Source: an optimization exercise on an open RTL-to-GDS flow (aim: a short achievable clock period and few clock cycles per item). Production flows keep margins and buffers that such runs may drop. Power and IR drop assume default switching activity.

==> inputs of fjord <==
Design lc4_superscalar, start of the top module:
module lc4_superscalar #(
   parameter lc4_pkg::word_t RESET_PC = 16'h8200
) (
   input  logic              gwe,
   input  logic              i_rst,
   output lc4_pkg::word_t    o_cur_pc,
   input  lc4_pkg::word_t    i_insn_a,
   input  lc4_pkg::word_t    i_insn_b,
   output logic              o_wb_we_a,
   output lc4_pkg::reg_sel_t o_wb_rd_a,
   output lc4_pkg::word_t    o_wb_data_a,
   output lc4_pkg::word_t    o_wb_pc_a,
   output logic              o_wb_we_b,
   output lc4_pkg::reg_sel_t o_wb_rd_b,
   output lc4_pkg::word_t    o_wb_data_b,
   output lc4_pkg::word_t    o_wb_pc_b
);
Settings: LEC_CHECK=0, ABC_AREA=1, ABC_CLOCK_PERIOD_IN_PS=1800, CAP_MARGIN=20, CORE_MARGIN=2, CORE_UTILIZATION=40, SETUP_SLACK_MARGIN=3.2, SLEW_MARGIN=20; clock period 5.0 ns.
run.sh (not shown) runs the stock make flow with config.mk's settings and CLKGATE_MAP_FILE= SYNTH_SCRIPT=/design/flow/synth_recipe.tcl, a recipe that flattens the netlist after the stock synthesis.
==> inputs of violet, as changes to fjord <==
--- a/flow/design.v
+++ b/flow/design.v
@@ -110,44 +110,52 @@
    assign out_pass = i_we && i_pass_sel;
    assign o_res      = ({8{sel_sum}} & sum) | ({8{sel_log}} & lres) | ({8{i_pass_sel}} & i_pass);
    assign o_res_out  = ({8{out_sum}} & sum) | ({8{out_log}} & lres) | ({8{out_pass}} & i_pass);
    assign o_res_hold = o_res_out | ({8{!i_we}} & i_hold);
 endmodule
 module lc4_regfile_dual (
-   input  logic              gwe,
-   input  logic              i_rst,
-   input  lc4_pkg::reg_sel_t i_rs_a,
-   input  lc4_pkg::reg_sel_t i_rt_a,
-   input  lc4_pkg::reg_sel_t i_rs_b,
-   input  lc4_pkg::reg_sel_t i_rt_b,
-   output lc4_pkg::word_t    o_rs_data_a,
-   output lc4_pkg::word_t    o_rt_data_a,
-   output lc4_pkg::word_t    o_rs_data_b,
-   output lc4_pkg::word_t    o_rt_data_b,
-   input  logic [7:0]        i_wmask_a,
-   input  lc4_pkg::word_t    i_wdata_a,
-   input  logic [7:0]        i_wmask_b,
-   input  lc4_pkg::word_t    i_wdata_b
+   input  logic           gwe,
+   input  logic           i_rst,
+   input  logic [7:0]     i_rs_a,       
+   input  logic [7:0]     i_rt_a,
+   input  logic [7:0]     i_rs_b,
+   input  logic [7:0]     i_rt_b,
+   output lc4_pkg::word_t o_rs_data_a,
+   output lc4_pkg::word_t o_rt_data_a,
+   output lc4_pkg::word_t o_rs_data_b,
+   output lc4_pkg::word_t o_rt_data_b,
+   input  logic [7:0]     i_wmask_a,
+   input  lc4_pkg::word_t i_wdata_a,
+   input  logic [7:0]     i_wmask_b,
+   input  lc4_pkg::word_t i_wdata_b
 );
    lc4_pkg::word_t regs [0:lc4_pkg::NUM_REGS-1];
-   function automatic logic [15:0] rd_fwd(input logic [2:0] sel);
-      if (i_wmask_b[sel])      rd_fwd = i_wdata_b;
-      else if (i_wmask_a[sel]) rd_fwd = i_wdata_a;
-      else                     rd_fwd = regs[sel];
+   lc4_pkg::word_t view [0:lc4_pkg::NUM_REGS-1];    
+   always_comb begin
+      for (int i = 0; i < lc4_pkg::NUM_REGS; i++) begin
+         if (i_wmask_b[i])      view[i] = i_wdata_b;
+         else if (i_wmask_a[i]) view[i] = i_wdata_a;
+         else                   view[i] = regs[i];
+      end
+   end
+   function automatic logic [15:0] rd_oh(input logic [7:0] sel);
+      rd_oh = '0;
+      for (int i = 0; i < lc4_pkg::NUM_REGS; i++) begin
+         rd_oh = rd_oh | ({16{sel[i]}} & view[i]);
+      end
    endfunction
    always_comb begin
-      o_rs_data_a = rd_fwd(i_rs_a);
-      o_rt_data_a = rd_fwd(i_rt_a);
-      o_rs_data_b = rd_fwd(i_rs_b);
-      o_rt_data_b = rd_fwd(i_rt_b);
+      o_rs_data_a = rd_oh(i_rs_a);
+      o_rt_data_a = rd_oh(i_rt_a);
+      o_rs_data_b = rd_oh(i_rs_b);
+      o_rt_data_b = rd_oh(i_rt_b);
    end
    always_ff @(posedge gwe) begin
       for (int i = 0; i < lc4_pkg::NUM_REGS; i++) begin
-         if (i_rst)             regs[i] <= '0;
-         else if (i_wmask_b[i]) regs[i] <= i_wdata_b;   
-         else if (i_wmask_a[i]) regs[i] <= i_wdata_a;
+         if (i_rst) regs[i] <= '0;
+         else       regs[i] <= view[i];
       end
    end
 endmodule
 module lc4_superscalar #(
    parameter lc4_pkg::word_t RESET_PC = 16'h8200
 ) (
@@ -187,23 +195,35 @@
          pc      <= pc_p2;
          pc_p1   <= pc_p3;
          pc_p2   <= pc_p4;
          d_valid <= 1'b1;
       end
    end
+   logic [7:0] d_rs_oh_a, d_rt_oh_a, d_rs_oh_b, d_rt_oh_b;
+   function automatic logic [7:0] onehot(input logic [2:0] r);
+      onehot = 8'b1 << r;
+   endfunction
    always_ff @(posedge gwe) begin
       if (split) begin
-         d_insn_a <= d_insn_b;    
-         d_insn_b <= i_insn_a;
-         d_pc_a   <= d_pc_b;
-         d_pc_b   <= pc;
+         d_insn_a  <= d_insn_b;    
+         d_insn_b  <= i_insn_a;
+         d_rs_oh_a <= d_rs_oh_b;
+         d_rt_oh_a <= d_rt_oh_b;
+         d_rs_oh_b <= onehot(i_insn_a[8:6]);
+         d_rt_oh_b <= onehot(i_insn_a[2:0]);
+         d_pc_a    <= d_pc_b;
+         d_pc_b    <= pc;
       end else begin
-         d_insn_a <= i_insn_a;
-         d_insn_b <= i_insn_b;
-         d_pc_a   <= pc;
-         d_pc_b   <= pc_p1;
+         d_insn_a  <= i_insn_a;
+         d_insn_b  <= i_insn_b;
+         d_rs_oh_a <= onehot(i_insn_a[8:6]);
+         d_rt_oh_a <= onehot(i_insn_a[2:0]);
+         d_rs_oh_b <= onehot(i_insn_b[8:6]);
+         d_rt_oh_b <= onehot(i_insn_b[2:0]);
+         d_pc_a    <= pc;
+         d_pc_b    <= pc_p1;
       end
    end
    assign o_cur_pc = pc;
    logic [1:0][2:0]  rs, rt, rd;
    logic [1:0]       rs_re, rt_re, dwe, cnst, sub, lg, orr;
    logic [1:0][15:0] imm;
@@ -274,14 +294,14 @@
    assign issue   = {d_valid && dwe[1] && !split, d_valid && dwe[0]};
    logic [7:0]       r_wmask_a, r_wmask_b;
    lc4_pkg::word_t   w_data_a, w_data_b;
    lc4_pkg::word_t   rf_rs_a, rf_rt_a, rf_rs_b, rf_rt_b;
    lc4_regfile_dual regfile_i (
       .gwe         (gwe),       .i_rst       (i_rst),
-      .i_rs_a      (rs[0]),     .i_rt_a      (rt[0]),
-      .i_rs_b      (rs[1]),     .i_rt_b      (rt[1]),
+      .i_rs_a      (d_rs_oh_a), .i_rt_a      (d_rt_oh_a),
+      .i_rs_b      (d_rs_oh_b), .i_rt_b      (d_rt_oh_b),
       .o_rs_data_a (rf_rs_a),   .o_rt_data_a (rf_rt_a),
       .o_rs_data_b (rf_rs_b),   .o_rt_data_b (rf_rt_b),
       .i_wmask_a   (r_wmask_a), .i_wdata_a   (w_data_a),
       .i_wmask_b   (r_wmask_b), .i_wdata_b   (w_data_b)
    );
    logic [1:0][7:0] x2_elo;    
==> run summary <==
In violet the setup slack is higher than in fjord, by 0.12 ns. Critical path depth is the same in fjord and violet. Of fjord and violet, fjord has the higher worst hold slack (gap 0.012 ns). Utilization: violet is lower than fjord (0.46 points). Against fjord, the via count of violet is smaller by 4.6%. In fjord the clock skew is higher than in violet, by 0.0018 ns.
No functional check of the RTL was part of any run of this note.

* * *

==> build 75 <==
==> flow/design.v <==
package lc4_pkg;
   typedef logic [15:0] word_t;      
   typedef logic [2:0]  reg_sel_t;   
   localparam int NUM_REGS = 8;
   typedef enum logic [3:0] {
      OP_NOP   = 4'b0000,
      OP_ARITH = 4'b0001,   
      OP_LOGIC = 4'b0101,   
      OP_CONST = 4'b1001
   } opcode_e;
   typedef enum logic [2:0] {
      ALU_ADD,
      ALU_SUB,
      ALU_AND,
      ALU_OR,
      ALU_PASS_IMM   
   } alu_op_e;
   localparam word_t NOP_INSN = 16'h0000;
endpackage
module lc4_decoder (
   input  lc4_pkg::word_t    i_insn,
   output lc4_pkg::reg_sel_t o_rs,
   output lc4_pkg::reg_sel_t o_rt,
   output lc4_pkg::reg_sel_t o_rd,
   output logic              o_rs_re,    
   output logic              o_rt_re,    
   output logic              o_rd_we,
   output logic              o_const,    
   output logic              o_sub,      
   output logic              o_logic,    
   output logic              o_or,
   output lc4_pkg::word_t    o_imm
);
   logic arith, logic_op, rr_ok, imm_form;
   assign arith    = (i_insn[15:12] == 4'b0001);
   assign logic_op = (i_insn[15:12] == 4'b0101);
   assign o_const  = (i_insn[15:12] == 4'b1001);
   assign imm_form = i_insn[5];
   assign rr_ok    = (i_insn[5:3] == 3'b000) || (i_insn[5:3] == 3'b010);
   assign o_rd = i_insn[11:9];
   assign o_rs = i_insn[8:6];
   assign o_rt = i_insn[2:0];
   assign o_rs_re = (arith || logic_op) && (imm_form || rr_ok);
   assign o_rt_re = (arith || logic_op) && !imm_form && rr_ok;
   assign o_rd_we = o_rs_re || o_const;
   assign o_sub   = arith && !imm_form && i_insn[4];
   assign o_logic = logic_op;
   assign o_or    = logic_op && !imm_form && i_insn[4];
   assign o_imm   = o_const ? {{7{i_insn[8]}}, i_insn[8:0]} : {{11{i_insn[4]}}, i_insn[4:0]};
endmodule
module lc4_alu (
   input  logic           i_s1_ra, i_s1_rb,    
   input  logic           i_s2_ra, i_s2_rb,    
   input  lc4_pkg::word_t i_c1, i_c2,          
   input  lc4_pkg::word_t i_ra, i_rb,          
   input  logic           i_sub,
   input  logic           i_logic,
   input  logic           i_or,
   output lc4_pkg::word_t o_result
);
   lc4_pkg::word_t a, b, sum;
   logic [15:0] g0, p0;
   logic [15:0] g1, p1, g2, p2, g3, p3, g4, p4, g5;
   logic [15:0] c;
   assign a = ({16{i_s1_ra}} & i_ra) | ({16{i_s1_rb}} & i_rb) | i_c1;
   assign b = ({16{i_s2_ra}} & (i_ra ^ {16{i_sub}})) |
              ({16{i_s2_rb}} & (i_rb ^ {16{i_sub}})) | i_c2;
   assign g0 = a & b;
   assign p0 = a ^ b;
   always_comb begin
      g1 = g0;
      p1 = p0;
      g1[0] = g0[0] | (p0[0] & i_sub);
      p1[0] = 1'b0;
      g2 = g1; p2 = p1;
      for (int i = 1; i < 16; i++) begin
         g2[i] = g1[i] | (p1[i] & g1[i-1]);
         p2[i] = p1[i] & p1[i-1];
      end
      g3 = g2; p3 = p2;
      for (int i = 2; i < 16; i++) begin
         g3[i] = g2[i] | (p2[i] & g2[i-2]);
         p3[i] = p2[i] & p2[i-2];
      end
      g4 = g3; p4 = p3;
      for (int i = 4; i < 16; i++) begin
         g4[i] = g3[i] | (p3[i] & g3[i-4]);
         p4[i] = p3[i] & p3[i-4];
      end
      g5 = g4;
      for (int i = 8; i < 16; i++) begin
         g5[i] = g4[i] | (p4[i] & g4[i-8]);
      end
   end
   assign c   = {g5[14:0], i_sub};
   assign sum = p0 ^ c;
   always_comb begin
      if (!i_logic)  o_result = sum;
      else if (i_or) o_result = a | b;
      else           o_result = a & b;
   end
endmodule
module lc4_regfile_dual (
   input  logic              gwe,
   input  logic              i_rst,
   input  lc4_pkg::reg_sel_t i_rs_a,
   input  lc4_pkg::reg_sel_t i_rt_a,
   input  lc4_pkg::reg_sel_t i_rs_b,
   input  lc4_pkg::reg_sel_t i_rt_b,
   output lc4_pkg::word_t    o_rs_data_a,
   output lc4_pkg::word_t    o_rt_data_a,
   output lc4_pkg::word_t    o_rs_data_b,
   output lc4_pkg::word_t    o_rt_data_b,
   input  lc4_pkg::reg_sel_t i_rd_a,
   input  lc4_pkg::word_t    i_wdata_a,
   input  logic              i_we_a,
   input  lc4_pkg::reg_sel_t i_rd_b,
   input  lc4_pkg::word_t    i_wdata_b,
   input  logic              i_we_b
);
   lc4_pkg::word_t regs [0:lc4_pkg::NUM_REGS-1];
   function automatic logic [15:0] rd_fwd(input logic [2:0] sel);
      if (i_we_b && i_rd_b == sel)      rd_fwd = i_wdata_b;
      else if (i_we_a && i_rd_a == sel) rd_fwd = i_wdata_a;
      else                              rd_fwd = regs[sel];
   endfunction
   always_comb begin
      o_rs_data_a = rd_fwd(i_rs_a);
      o_rt_data_a = rd_fwd(i_rt_a);
      o_rs_data_b = rd_fwd(i_rs_b);
      o_rt_data_b = rd_fwd(i_rt_b);
   end
   always_ff @(posedge gwe) begin
      if (i_rst) begin
         for (int i = 0; i < lc4_pkg::NUM_REGS; i++) begin
            regs[i] <= '0;
         end
      end else begin
         if (i_we_a) regs[i_rd_a] <= i_wdata_a;
         if (i_we_b) regs[i_rd_b] <= i_wdata_b;   
      end
   end
endmodule
module lc4_superscalar #(
   parameter lc4_pkg::word_t RESET_PC = 16'h8200
) (
   input  logic              gwe,
   input  logic              i_rst,
   output lc4_pkg::word_t    o_cur_pc,
   input  lc4_pkg::word_t    i_insn_a,
   input  lc4_pkg::word_t    i_insn_b,
   output logic              o_wb_we_a,
   output lc4_pkg::reg_sel_t o_wb_rd_a,
   output lc4_pkg::word_t    o_wb_data_a,
   output lc4_pkg::word_t    o_wb_pc_a,
   output logic              o_wb_we_b,
   output lc4_pkg::reg_sel_t o_wb_rd_b,
   output lc4_pkg::word_t    o_wb_data_b,
   output lc4_pkg::word_t    o_wb_pc_b
);
   lc4_pkg::word_t    pc;
   lc4_pkg::reg_sel_t rs_a, rt_a, rd_a, rs_b, rt_b, rd_b;
   logic              rs_re_a, rt_re_a, we_a, const_a, sub_a, logic_a, or_a;
   logic              rs_re_b, rt_re_b, we_b, const_b, sub_b, logic_b, or_b;
   lc4_pkg::word_t    imm_a, imm_b;
   logic              split;
   lc4_decoder dec_a_i (
      .i_insn (i_insn_a), .o_rs (rs_a), .o_rt (rt_a), .o_rd (rd_a),
      .o_rs_re (rs_re_a), .o_rt_re (rt_re_a), .o_rd_we (we_a), .o_const (const_a),
      .o_sub (sub_a), .o_logic (logic_a), .o_or (or_a), .o_imm (imm_a)
   );
   lc4_decoder dec_b_i (
      .i_insn (i_insn_b), .o_rs (rs_b), .o_rt (rt_b), .o_rd (rd_b),
      .o_rs_re (rs_re_b), .o_rt_re (rt_re_b), .o_rd_we (we_b), .o_const (const_b),
      .o_sub (sub_b), .o_logic (logic_b), .o_or (or_b), .o_imm (imm_b)
   );
   logic b_rs_from_a, b_rt_from_a;
   assign b_rs_from_a = we_a && rs_re_b && (rs_b == rd_a);
   assign b_rt_from_a = we_a && rt_re_b && (rt_b == rd_a);
   assign split = !const_a && (b_rs_from_a || b_rt_from_a);
   logic              x_we_a, x_we_b;
   lc4_pkg::reg_sel_t x_rd_a, x_rd_b;
   lc4_pkg::word_t    x_pc_a, x_pc_b;
   logic              x_s1ra_a, x_s1rb_a, x_s2ra_a, x_s2rb_a;
   logic              x_s1ra_b, x_s1rb_b, x_s2ra_b, x_s2rb_b;
   lc4_pkg::word_t    x_c1_a, x_c2_a, x_c1_b, x_c2_b;
   logic              x_sub_a, x_logic_a, x_or_a, x_sub_b, x_logic_b, x_or_b;
   lc4_pkg::word_t    res_a, res_b;
   lc4_pkg::word_t rf_rs_a, rf_rt_a, rf_rs_b, rf_rt_b;
   lc4_regfile_dual regfile_i (
      .gwe         (gwe),       .i_rst       (i_rst),
      .i_rs_a      (rs_a),      .i_rt_a      (rt_a),
      .i_rs_b      (rs_b),      .i_rt_b      (rt_b),
      .o_rs_data_a (rf_rs_a),   .o_rt_data_a (rf_rt_a),
      .o_rs_data_b (rf_rs_b),   .o_rt_data_b (rf_rt_b),
      .i_rd_a      (o_wb_rd_a), .i_wdata_a   (o_wb_data_a), .i_we_a (o_wb_we_a),
      .i_rd_b      (o_wb_rd_b), .i_wdata_b   (o_wb_data_b), .i_we_b (o_wb_we_b)
   );
   logic hit_rs_xb_a, hit_rs_xa_a, hit_rt_xb_a, hit_rt_xa_a;
   logic hit_rs_xb_b, hit_rs_xa_b, hit_rt_xb_b, hit_rt_xa_b;
   assign hit_rs_xb_a = x_we_b && (x_rd_b == rs_a);
   assign hit_rs_xa_a = x_we_a && (x_rd_a == rs_a);
   assign hit_rt_xb_a = x_we_b && (x_rd_b == rt_a);
   assign hit_rt_xa_a = x_we_a && (x_rd_a == rt_a);
   assign hit_rs_xb_b = x_we_b && (x_rd_b == rs_b);
   assign hit_rs_xa_b = x_we_a && (x_rd_a == rs_b);
   assign hit_rt_xb_b = x_we_b && (x_rd_b == rt_b);
   assign hit_rt_xa_b = x_we_a && (x_rd_a == rt_b);
   logic s1ra_a, s1rb_a, s2ra_a, s2rb_a, s1ra_b, s1rb_b, s2ra_b, s2rb_b;
   lc4_pkg::word_t c1_a, c2_a, c1_b, c2_b;
   always_comb begin
      s1rb_a = rs_re_a && hit_rs_xb_a;
      s1ra_a = rs_re_a && !hit_rs_xb_a && hit_rs_xa_a;
      s2rb_a = rt_re_a && hit_rt_xb_a;
      s2ra_a = rt_re_a && !hit_rt_xb_a && hit_rt_xa_a;
      c1_a   = (!rs_re_a || s1rb_a || s1ra_a) ? 16'h0000 : rf_rs_a;
      if (!rt_re_a)              c2_a = imm_a ^ {16{sub_a}};
      else if (s2rb_a || s2ra_a) c2_a = 16'h0000;
      else                       c2_a = rf_rt_a ^ {16{sub_a}};
      s1rb_b = rs_re_b && !b_rs_from_a && hit_rs_xb_b;
      s1ra_b = rs_re_b && !b_rs_from_a && !hit_rs_xb_b && hit_rs_xa_b;
      s2rb_b = rt_re_b && !b_rt_from_a && hit_rt_xb_b;
      s2ra_b = rt_re_b && !b_rt_from_a && !hit_rt_xb_b && hit_rt_xa_b;
      if (!rs_re_b || s1rb_b || s1ra_b) c1_b = 16'h0000;
      else if (b_rs_from_a)             c1_b = imm_a;
      else                              c1_b = rf_rs_b;
      if (!rt_re_b)                c2_b = imm_b ^ {16{sub_b}};
      else if (s2rb_b || s2ra_b)   c2_b = 16'h0000;
      else if (b_rt_from_a)        c2_b = imm_a ^ {16{sub_b}};
      else                         c2_b = rf_rt_b ^ {16{sub_b}};
   end
   always_ff @(posedge gwe) begin
      if (i_rst) begin
         pc     <= RESET_PC;
         x_we_a <= 1'b0;
         x_we_b <= 1'b0;
      end else begin
         pc     <= split ? pc + 16'd1 : pc + 16'd2;
         x_we_a <= we_a;
         x_we_b <= we_b && !split;
      end
   end
   always_ff @(posedge gwe) begin
      x_rd_a    <= rd_a;
      x_rd_b    <= rd_b;
      x_pc_a    <= pc;
      x_pc_b    <= pc + 16'd1;
      x_s1ra_a  <= s1ra_a;  x_s1rb_a <= s1rb_a;
      x_s2ra_a  <= s2ra_a;  x_s2rb_a <= s2rb_a;
      x_s1ra_b  <= s1ra_b;  x_s1rb_b <= s1rb_b;
      x_s2ra_b  <= s2ra_b;  x_s2rb_b <= s2rb_b;
      x_c1_a    <= c1_a;    x_c2_a   <= c2_a;
      x_c1_b    <= c1_b;    x_c2_b   <= c2_b;
      x_sub_a   <= sub_a;   x_logic_a <= logic_a; x_or_a <= or_a;
      x_sub_b   <= sub_b;   x_logic_b <= logic_b; x_or_b <= or_b;
   end
   assign o_cur_pc = pc;
   lc4_alu alu_a_i (
      .i_s1_ra (x_s1ra_a), .i_s1_rb (x_s1rb_a), .i_s2_ra (x_s2ra_a), .i_s2_rb (x_s2rb_a),
      .i_c1 (x_c1_a), .i_c2 (x_c2_a), .i_ra (o_wb_data_a), .i_rb (o_wb_data_b),
      .i_sub (x_sub_a), .i_logic (x_logic_a), .i_or (x_or_a), .o_result (res_a)
   );
   lc4_alu alu_b_i (
      .i_s1_ra (x_s1ra_b), .i_s1_rb (x_s1rb_b), .i_s2_ra (x_s2ra_b), .i_s2_rb (x_s2rb_b),
      .i_c1 (x_c1_b), .i_c2 (x_c2_b), .i_ra (o_wb_data_a), .i_rb (o_wb_data_b),
      .i_sub (x_sub_b), .i_logic (x_logic_b), .i_or (x_or_b), .o_result (res_b)
   );
   always_ff @(posedge gwe) begin
      if (i_rst) begin
         o_wb_we_a <= 1'b0;
         o_wb_we_b <= 1'b0;
      end else begin
         o_wb_we_a <= x_we_a;
         o_wb_we_b <= x_we_b;
      end
   end
   always_ff @(posedge gwe) begin
      o_wb_rd_a   <= x_rd_a;
      o_wb_rd_b   <= x_rd_b;
      o_wb_data_a <= res_a;
      o_wb_data_b <= res_b;
      o_wb_pc_a   <= x_pc_a;
      o_wb_pc_b   <= x_pc_b;
   end
endmodule
==> flow/run.sh <==
#!/bin/bash
# synth_recipe.tcl (not shown) runs the flow's synth.tcl, then flattens the netlist and writes it again
# the make line also repeats each setting of config.mk as NAME=value (left out here)
make -C /OpenROAD-flow-scripts/flow DESIGN_CONFIG=/design/flow/config.mk WORK_HOME=/design/flow/orfs CLKGATE_MAP_FILE= SYNTH_SCRIPT=/design/flow/synth_recipe.tcl finish
==> flow/config.mk <==
export PLATFORM = sky130hd
export DESIGN_NAME = lc4_superscalar
export DESIGN_NICKNAME = lc4_superscalar
export VERILOG_FILES = /design/flow/design.v
export SDC_FILE = /design/flow/constraint.sdc
export NUM_CORES = 4
export LEC_CHECK = 0
export ABC_CLOCK_PERIOD_IN_PS = 2000
export CAP_MARGIN = 20
export CORE_MARGIN = 2
export CORE_UTILIZATION = 40
export SETUP_SLACK_MARGIN = 3.0
export SLEW_MARGIN = 20
==> flow/constraint.sdc <==
create_clock -name core_clock -period 5.0 [get_ports {gwe}]
set_input_delay 1.0000 -clock core_clock [delete_from_list [all_inputs] [get_ports {gwe}]]
set_output_delay 1.0000 -clock core_clock [all_outputs]
set_load 0.01 [all_outputs]
==> trial 34 (differences from build 75) <==
- SETUP_SLACK_MARGIN: 3.0 -> default
==> impl_results.md <==
* Status: complete, no violations
* Power Density at 293 nW/um^2
* Layout clock buffers at 49
* Storage cell area at 7970 um^2
* Worst path buffer plus inverter count at 3
* Fin Clk Skew at 0.0135 ns
Source of the figures above: trial 34

==> impl_results.md <==
* Storage cell area at 8210 um^2
* Power Density at 252 nW/um^2
* Status: complete, no violations
* Fin Clk Skew at 0.0351 ns
* Layout clock buffers at 51
Source of the figures above: build 75

Function was not checked in any run of this note: the RTL went through the layout flow alone.

[static timing again, ports no longer ideal]
How much do the figures lean on ideal ports? The routed layouts below were timed once more, with nothing changed but the port constraints.
Step 1: set_driving_cell puts a clkbuf_16 on gwe and a buf_2 on each other input, an assumption about the parent block.
Step 2 also shifts input and output timing later by t, the mid clock arrival at the registers, as if the neighbouring blocks saw the same clock.
Slacks: ideal / step 1 / step 2; pairs: ideal / step 1.
| run | t (ns) | setup slack, ns | worst setup path at the end | clock arrival spread, ns |
|---|---|---|---|---|
| fjord | 0.803 | 2.154 / 2.154 / 2.154 | register to register | 0.084 / 0.084 |
| violet | 0.786 | 2.270 / 2.270 / 2.135 | input to register | 0.085 / 0.084 |
| build 75 | 0.626 | 2.108 / 2.108 / 1.870 | input to register | 0.038 / 0.038 |
| trial 34 | 0.623 | 1.054 / 1.054 / 0.865 | input to register | 0.014 / 0.015 |
After both steps setup and hold are still met in every run listed. For build 75, which loses most, drivers alone change the setup slack by 0.000 ns; drivers and shift together by -0.238 ns.
